From an optimization exercise on the open Yosys and OpenROAD flow, aimed at small area and a short achievable clock period; shortcuts taken in it are not production practice. In this exercise RTL edits were held to simulation tests only and were not proved equivalent to the original. Power and IR drop assume default switching activity.

==> flow/design.v <==
package pcSequencerPkg;
	typedef logic [31:0] addrT;
	typedef logic [31:0] wordT;
	typedef logic [4:0] regIdxT;
	typedef logic [23:0] labelT;
	typedef enum logic [2:0] {
		brNone  = 3'b000,
		brReg   = 3'b001,
		brLabel = 3'b010,
		brTest  = 3'b100
	} branchTypeT;
	typedef logic [2:0] funcCodeT;
	localparam funcCodeT fnB    = 3'b000;
	localparam funcCodeT fnBl   = 3'b001;
	localparam funcCodeT fnBcy  = 3'b010;
	localparam funcCodeT fnBcny = 3'b011;
	localparam funcCodeT fnBltz = 3'b000;
	localparam funcCodeT fnBz   = 3'b001;
	localparam funcCodeT fnBnz  = 3'b010;
endpackage
`timescale 1ns/100ps
module branchDecode (
	input  logic                       clk,
	input  logic                       rst,
	input  logic                       instrValid,
	input  pcSequencerPkg::wordT       instr,
	output logic                       decValid,
	output pcSequencerPkg::branchTypeT decType,
	output pcSequencerPkg::funcCodeT   decFunc,
	output pcSequencerPkg::regIdxT     decRs,
	output pcSequencerPkg::labelT      decLabel
);
	pcSequencerPkg::branchTypeT typeNext;
	pcSequencerPkg::funcCodeT funcNext;
	pcSequencerPkg::regIdxT rsNext;
	pcSequencerPkg::labelT labelNext;
	always_comb begin
		case (instr[31:29])
			3'b001: typeNext = pcSequencerPkg::brReg;
			3'b010: typeNext = pcSequencerPkg::brLabel;
			3'b100: typeNext = pcSequencerPkg::brTest;
			default: typeNext = pcSequencerPkg::brNone;
		endcase
	end
	assign funcNext = instr[28:26];
	assign rsNext = instr[23:19];
	always_comb begin
		if (typeNext == pcSequencerPkg::brTest) begin
			labelNext = {5'd0, instr[18:0]};
		end else begin
			labelNext = instr[23:0];
		end
	end
	always_ff @(posedge clk) begin
		if (rst) begin
			decValid <= 1'b0;
		end else begin
			decValid <= instrValid;
		end
	end
	always_ff @(posedge clk) begin
		if (instrValid) begin
			decType  <= typeNext;
			decFunc  <= funcNext;
			decRs    <= rsNext;
			decLabel <= labelNext;
		end
	end
endmodule
`timescale 1ns/100ps
module operandFetch (
	input  logic                       clk,
	input  logic                       rst,
	input  logic                       decValid,
	input  pcSequencerPkg::branchTypeT decType,
	input  pcSequencerPkg::funcCodeT   decFunc,
	input  pcSequencerPkg::regIdxT     decRs,
	input  pcSequencerPkg::labelT      decLabel,
	output logic                       fetValid,
	output pcSequencerPkg::branchTypeT fetType,
	output pcSequencerPkg::funcCodeT   fetFunc,
	output pcSequencerPkg::labelT      fetLabel,
	output pcSequencerPkg::wordT       fetRegData,
	output logic                       fetCarry,
	input  logic                       aluValid,
	input  pcSequencerPkg::regIdxT     aluDest,
	input  pcSequencerPkg::wordT       aluData,
	input  logic                       aluCarry,
	input  logic                       linkValid,
	input  pcSequencerPkg::wordT       linkData
);
	localparam pcSequencerPkg::regIdxT linkIdx = pcSequencerPkg::regIdxT'(31);
	pcSequencerPkg::wordT regFile [0:32-1];
	logic carryFlag;
	pcSequencerPkg::wordT readData;
	always_ff @(posedge clk) begin
		if (rst) begin
			for (int i = 0; i < 32; i++) begin
				regFile[i] <= '0;
			end
			carryFlag <= 1'b0;
		end else begin
			if (aluValid) begin
				regFile[aluDest] <= aluData;
				carryFlag <= aluCarry;
			end
			if (linkValid) begin
				regFile[linkIdx] <= linkData;
			end
		end
	end
	assign readData = regFile[decRs];
	always_ff @(posedge clk) begin
		if (rst) begin
			fetValid <= 1'b0;
		end else begin
			fetValid <= decValid;
		end
	end
	always_ff @(posedge clk) begin
		if (decValid) begin
			fetType    <= decType;
			fetFunc    <= decFunc;
			fetLabel   <= decLabel;
			fetRegData <= readData;
			fetCarry   <= carryFlag;
		end
	end
endmodule
`timescale 1ns/100ps
module branchResolve (
	input  logic                       clk,
	input  logic                       rst,
	input  logic                       fetValid,
	input  pcSequencerPkg::branchTypeT fetType,
	input  pcSequencerPkg::funcCodeT   fetFunc,
	input  pcSequencerPkg::labelT      fetLabel,
	input  pcSequencerPkg::wordT       fetRegData,
	input  logic                       fetCarry,
	output logic                       nextPcValid,
	output pcSequencerPkg::addrT       nextPc,
	output logic                       branchTaken,
	output logic                       linkValid,
	output pcSequencerPkg::wordT       linkData
);
	pcSequencerPkg::addrT pcReg;
	pcSequencerPkg::addrT pcPlusOne;
	pcSequencerPkg::addrT labelAddr;
	pcSequencerPkg::addrT target;
	logic takeBranch;
	logic isLink;
	assign pcPlusOne = pcReg + pcSequencerPkg::addrT'(1);
	assign labelAddr = pcSequencerPkg::addrT'(fetLabel);
	always_comb begin
		takeBranch = 1'b0;
		target     = labelAddr;
		case (fetType)
			pcSequencerPkg::brReg: begin
				takeBranch = 1'b1;
				target     = fetRegData;
			end
			pcSequencerPkg::brLabel: begin
				case (fetFunc)
					pcSequencerPkg::fnB, pcSequencerPkg::fnBl: takeBranch = 1'b1;
					pcSequencerPkg::fnBcy:     takeBranch = fetCarry;
					pcSequencerPkg::fnBcny:    takeBranch = ~fetCarry;
					default:   takeBranch = 1'b0;
				endcase
			end
			pcSequencerPkg::brTest: begin
				case (fetFunc)
					pcSequencerPkg::fnBltz:  takeBranch = fetRegData[31];
					pcSequencerPkg::fnBz:    takeBranch = (fetRegData == '0);
					pcSequencerPkg::fnBnz:   takeBranch = (fetRegData != '0);
					default: takeBranch = 1'b0;
				endcase
			end
			default: takeBranch = 1'b0;
		endcase
	end
	assign isLink = (fetType == pcSequencerPkg::brLabel) && (fetFunc == pcSequencerPkg::fnBl);
	always_ff @(posedge clk) begin
		if (rst) begin
			pcReg       <= pcSequencerPkg::addrT'(32'd0);
			nextPcValid <= 1'b0;
			branchTaken <= 1'b0;
			linkValid   <= 1'b0;
		end else begin
			nextPcValid <= fetValid;
			branchTaken <= fetValid & takeBranch;
			linkValid   <= fetValid & isLink;
			if (fetValid) begin
				pcReg <= takeBranch ? target : pcPlusOne;
			end
		end
	end
	always_ff @(posedge clk) begin
		if (fetValid) begin
			linkData <= pcSequencerPkg::wordT'(pcPlusOne);
		end
	end
	assign nextPc = pcReg;
endmodule
`timescale 1ns/100ps
module pcSequencer (
	input  logic                   clk,
	input  logic                   rst,
	input  logic                   instrValid,
	input  pcSequencerPkg::wordT   instr,
	input  logic                   aluValid,
	input  pcSequencerPkg::regIdxT aluDest,
	input  pcSequencerPkg::wordT   aluData,
	input  logic                   aluCarry,
	output logic                   nextPcValid,
	output pcSequencerPkg::addrT   nextPc,
	output logic                   branchTaken
);
	logic linkValid;
	pcSequencerPkg::wordT linkData;
	logic decValid;
	pcSequencerPkg::branchTypeT decType;
	pcSequencerPkg::funcCodeT decFunc;
	pcSequencerPkg::regIdxT decRs;
	pcSequencerPkg::labelT decLabel;
	logic fetValid;
	pcSequencerPkg::branchTypeT fetType;
	pcSequencerPkg::funcCodeT fetFunc;
	pcSequencerPkg::labelT fetLabel;
	pcSequencerPkg::wordT fetRegData;
	logic fetCarry;
	branchDecode u_branchDecode (
		.clk        (clk),
		.rst        (rst),
		.instrValid (instrValid),
		.instr      (instr),
		.decValid   (decValid),
		.decType    (decType),
		.decFunc    (decFunc),
		.decRs      (decRs),
		.decLabel   (decLabel)
	);
	operandFetch u_operandFetch (
		.clk        (clk),
		.rst        (rst),
		.decValid   (decValid),
		.decType    (decType),
		.decFunc    (decFunc),
		.decRs      (decRs),
		.decLabel   (decLabel),
		.fetValid   (fetValid),
		.fetType    (fetType),
		.fetFunc    (fetFunc),
		.fetLabel   (fetLabel),
		.fetRegData (fetRegData),
		.fetCarry   (fetCarry),
		.aluValid   (aluValid),
		.aluDest    (aluDest),
		.aluData    (aluData),
		.aluCarry   (aluCarry),
		.linkValid  (linkValid),
		.linkData   (linkData)
	);
	branchResolve u_branchResolve (
		.clk         (clk),
		.rst         (rst),
		.fetValid    (fetValid),
		.fetType     (fetType),
		.fetFunc     (fetFunc),
		.fetLabel    (fetLabel),
		.fetRegData  (fetRegData),
		.fetCarry    (fetCarry),
		.nextPcValid (nextPcValid),
		.nextPc      (nextPc),
		.branchTaken (branchTaken),
		.linkValid   (linkValid),
		.linkData    (linkData)
	);
endmodule
==> flow/run.sh <==
#!/bin/bash
# synth_recipe.tcl (not shown) runs the flow's synth.tcl, then flattens the netlist and writes it again
# the make line also repeats each setting of config.mk as NAME=value (left out here)
make -C /OpenROAD-flow-scripts/flow DESIGN_CONFIG=/design/flow/config.mk WORK_HOME=/design/flow/orfs CLKGATE_MAP_FILE= SYNTH_SCRIPT=/design/flow/synth_recipe.tcl finish
==> flow/config.mk <==
export PLATFORM = sky130hd
export DESIGN_NAME = pcSequencer
export DESIGN_NICKNAME = pcSequencer
export VERILOG_FILES = /design/flow/design.v
export SDC_FILE = /design/flow/constraint.sdc
export NUM_CORES = 4
export LEC_CHECK = 0
export CAP_MARGIN = 20
export CORE_MARGIN = 2
export CORE_UTILIZATION = 40
export SLEW_MARGIN = 20
==> flow/constraint.sdc <==
create_clock -name core_clock -period 3.6 [get_ports {clk}]
set_input_delay 0.7200 -clock core_clock [delete_from_list [all_inputs] [get_ports {clk}]]
set_output_delay 0.7200 -clock core_clock [all_outputs]
set_load 0.01 [all_outputs]
==> run summary <==
Synth
The number of distinct library cells after synthesis is 52. The sequential-to-total area share from yosys stat is 66.8%. The share of synthesized registers carrying an async set or reset is 0%. The average size of a mapped cell is 16.4 um2. By area the synthesized netlist is led by edfxtp_1 65%, mux4_2 14%, and2_1 12%. Yosys instantiated no cell more often than edfxtp_1.

For this run, the leading register cell type out of synthesis is edfxtp_1. When the netlist entered floorplanning its net count stood at 3315. The cell type contributing the most total cell area after synthesis is edfxtp_1. After synthesis the netlist holds a flip-flop and latch count of 1192. The netlist area before placement is 53000 um2. Synthesis handed over a netlist of 3240 instances. The number of enable flip-flop cells after synthesis is 1154. Yosys printed 3 warnings.

In this run the biggest area consumer among cell types represents 65.4% of the synthesized area. Counting instances in the post-synthesis netlist gives the leading cell types as 1154 x edfxtp_1, 993 x and2_1, 320 x mux4_2.

Power
For this design the static power due to leakage is 0.0210 uW. The power per unit of standard cell area is 520 nW/um2. IR analysis of the VDD net gives a maximum drop of 0.349 mV.

Timing
Setup repair after global routing left no endpoint under its margin. The final-layout setup total negative slack is 0 ns. The number of endpoints failing setup at the final stage is 0. The tightest hold path in the finished design has a slack of 0.418 ns. The number of endpoints with negative hold slack in the final report is 0. The setup slack after layout is 0.553 ns. Of the available clock period, the critical path in the final layout requires 84.6%. The highest clock frequency the design can meet is 0.328 GHz. The worst clock skew on the final layout is 0.0339 ns. The routed design could run at a clock period as short as 3.05 ns. The number of max-slew violations in the final report was 0.

At the pin with the least slew margin, the transition time is 1.09 ns. Measured against its own limit, the worst slew margin works out to 27.3%.

Drt
The first routing iteration left 3553 violations. The average via count per standard cell is 5.54. For this run, design rule violations remaining after detail routing come to 0.

The detailed-routing iteration count for the pre-antenna-repair pass is 5. The number of routed nets with antenna violations is 0. The detailed router placed 28700 vias in this run. The average wire per standard cell is 27.9 um. The aggregate routed wire length is 145000 um.

Floorplan
The area of the core is 131000 um2. The die covers 135000 um2. For this configuration, the core starts out at a cell density of 40.3%. In this run the count of I/O pins placed on the die edge is 108. The floorplan row count is 133.

The height of the die is 368 um. The die is 368 um wide.

Place
The post-placement cell area is 57300 um2. The final estimated routing congestion in global placement is 0.873. The count of input and output buffers is 105. The detailed placement HPWL is 87200 um.

At the placement stage, the worst setup path has a slack of 0.321 ns.

Layout
The final design utilization is 46.7%. After routing the design area is 61400 um2. From synthesis to final layout, the design area changed by 15.9%. The final layout net count is 3405. The share of post-route cells with drive strength above 1 is 22.6%.

Flow run
The number of violations of the max-capacitance limit is 0.

Global route
The number of antenna violations at the first check in global routing came to 9. Entering global routing, the biggest net connects 118 pins. The via count of the first global-routing pass is 28800.

The first-pass GRT wire length is 209000 um. The total grt overflow is 0. Global routing used 21.5% of the available tracks across all layers.

Clock tree
After clock tree synthesis, the setup repair step added 0 buffers. The number of gates resized after CTS was 0. The number of buffers created by CTS is 131.

The insertion delay of the later-clocked pin in the worst-skew pair is 0.74 ns. The hold buffer count at CTS is 0. The number of buffers on the longest clock path is 3. The tree is rooted in a clkbuf_16. TritonCTS built the clock tree. The CTS sink count is 1192.

After clock tree synthesis, the clock-pin slew on the worst setup and hold paths is 0.06 ns. The total number of H-tree levels is 4.

Worst setup path
The worst setup path is launched from a flip-flop. At the worst endpoint, the arrival time is 3.69 ns. The data required time at the worst endpoint is 4.25 ns. In this run the worst path has a maximum fanout of 8.

The critical path is of the reg2reg type. The endpoint kind of the worst setup timing path is a flip-flop.

Outcome
The flow ran to the end and the layout has no timing, DRC or antenna violations.

Min path
The kind of path behind the tightest hold check is reg2reg.
critical path: stages (launching register included):
cell	delay [ns]
dfxtp_1	0.51
ha_1	0.30
and4_1	0.43
nand3_1	0.60
nor4_1	0.54
xor2_1	0.24
a22oi_1	0.10
a211oi_1	0.24
path summary, 6_finish.rpt:
check,startpoint,to,slack (ns),cells after the start
setup / recovery,u_branchResolve.pcReg[0],u_branchResolve.pcReg[24],0.55,7
setup reg to reg,u_branchResolve.pcReg[0],u_branchResolve.pcReg[24],0.55,7
hold / removal,u_branchDecode.decLabel[9],u_operandFetch.fetLabel[9],0.42,0
hold reg to reg,u_branchDecode.decLabel[9],u_operandFetch.fetLabel[9],0.42,0
routing by layer:
metal	share of wire, %	vias up	routed length, um	track usage [%]
li1	-	12400	-	-
met1	44	15000	63300	31.1
met5	0.034	-	49	0
met4	2.5	8	3660	6.02
met2	45	1146	65900	32.5
met3	8.2	193	11900	4.96
cells by family after synthesis:
kind of cell / share of synthesized area (%)
mux: 14.8
compound gates: 1.71
simple gates: 13.7
fa+ha+maj: 0.0236
flops: 66.8
xor+xnor: 0.512
buf+inv: 2.39
report_power, final:
group | switching, uW | leakage, uW | total [uW] | internal, uW
sequential | 269 | 0.0116 | 16200 | 15900
clock | 5500 | 0.00199 | 13000 | 7470
combinational | 1540 | 0.00739 | 2760 | 1220
sequential cells by signal, summed over array words and instances, names as in the netlist, 3 cells and up:
| signal | cells |
|---|---|
| u_branchDecode.decLabel | 24 |
| u_branchDecode.decType | 3 |
| u_operandFetch.fetRegData | 32 |
| u_branchDecode.decFunc | 3 |
| u_operandFetch.fetFunc | 3 |
| u_operandFetch.regFile | 1024 |
| u_branchResolve.pcReg | 32 |
| u_operandFetch.fetType | 3 |
| u_branchDecode.decRs | 5 |
| u_operandFetch.fetLabel | 24 |
| u_branchResolve.linkData | 32 |
metrics by stage:
step / total power (uW) / std cells
after floorplan: 18000 / 3240
after global placement: 19200 / 4952
after detailed placement: 19300 / 4952
after CTS: 32200 / 5187
after global routing: 32900 / 5187
final: 31900 / 5190
placed cells by master, fill, tap and decap left out, types with 8 or more instances in the layout:
| master | n |
|---|---|
| nor3_1 | 19 |
| dfxtp_1 | 36 |
| buf_4 | 116 |
| mux2_2 | 34 |
| xnor2_1 | 19 |
| buf_12 | 47 |
| mux2i_1 | 25 |
| clkbuf_1 | 38 |
| a22o_1 | 32 |
| mux4_2 | 320 |
| clkbuf_16 | 136 |
| clkinv_2 | 18 |
| and3_1 | 9 |
| xor2_1 | 12 |
| o311ai_0 | 8 |
| inv_1 | 12 |
| nor2b_1 | 9 |
| o21ai_4 | 31 |
| nand3_1 | 16 |
| clkdlybuf4s50_1 | 100 |
| nor3b_1 | 8 |
| clkinv_1 | 21 |
| nand2_1 | 17 |
| nor4_1 | 15 |
| edfxtp_1 | 1154 |
| and2_1 | 993 |
| nor2_2 | 31 |
| nand4_1 | 12 |
| nor2_1 | 23 |
layout make-up:
| class | instances | area [um2] |
|---|---|---|
| Fill cell | 11200 | 70100 |
| Sequential cell | 1192 | 35400 |
| Multi-Input combinational cell | 1723 | 16800 |
| Clock buffer | 178 | 3600 |
| Timing Repair Buffer | 268 | 2840 |
| Tap cell | 1755 | 2200 |
| Clock inverter | 57 | 507 |
| Inverter | 14 | 53.8 |
| Antenna cell | 3 | 7.51 |

-- port drivers added, routing unchanged --
How much do the figures lean on ideal ports? The routed layout below was timed once more, with nothing changed but the port constraints.
Step 1, drivers: a clkbuf_16 drives clk and a buf_2 each remaining input, both assumed.
Step 2 also shifts input and output timing later by t, the mid clock arrival at the registers, as if the neighbouring blocks saw the same clock.
Three values: ideal, step 1, step 2; two values: the first two.
t (ns): 0.796
setup WS [ns]: 0.553 / 0.553 / 0.303
worst register clock-pin slew, ns: 0.06 / 0.06
pins driven straight from the clock port: 1
After both steps this run still meets setup and hold. For this run, drivers alone change the setup slack by 0.000 ns; drivers and shift together by -0.250 ns.
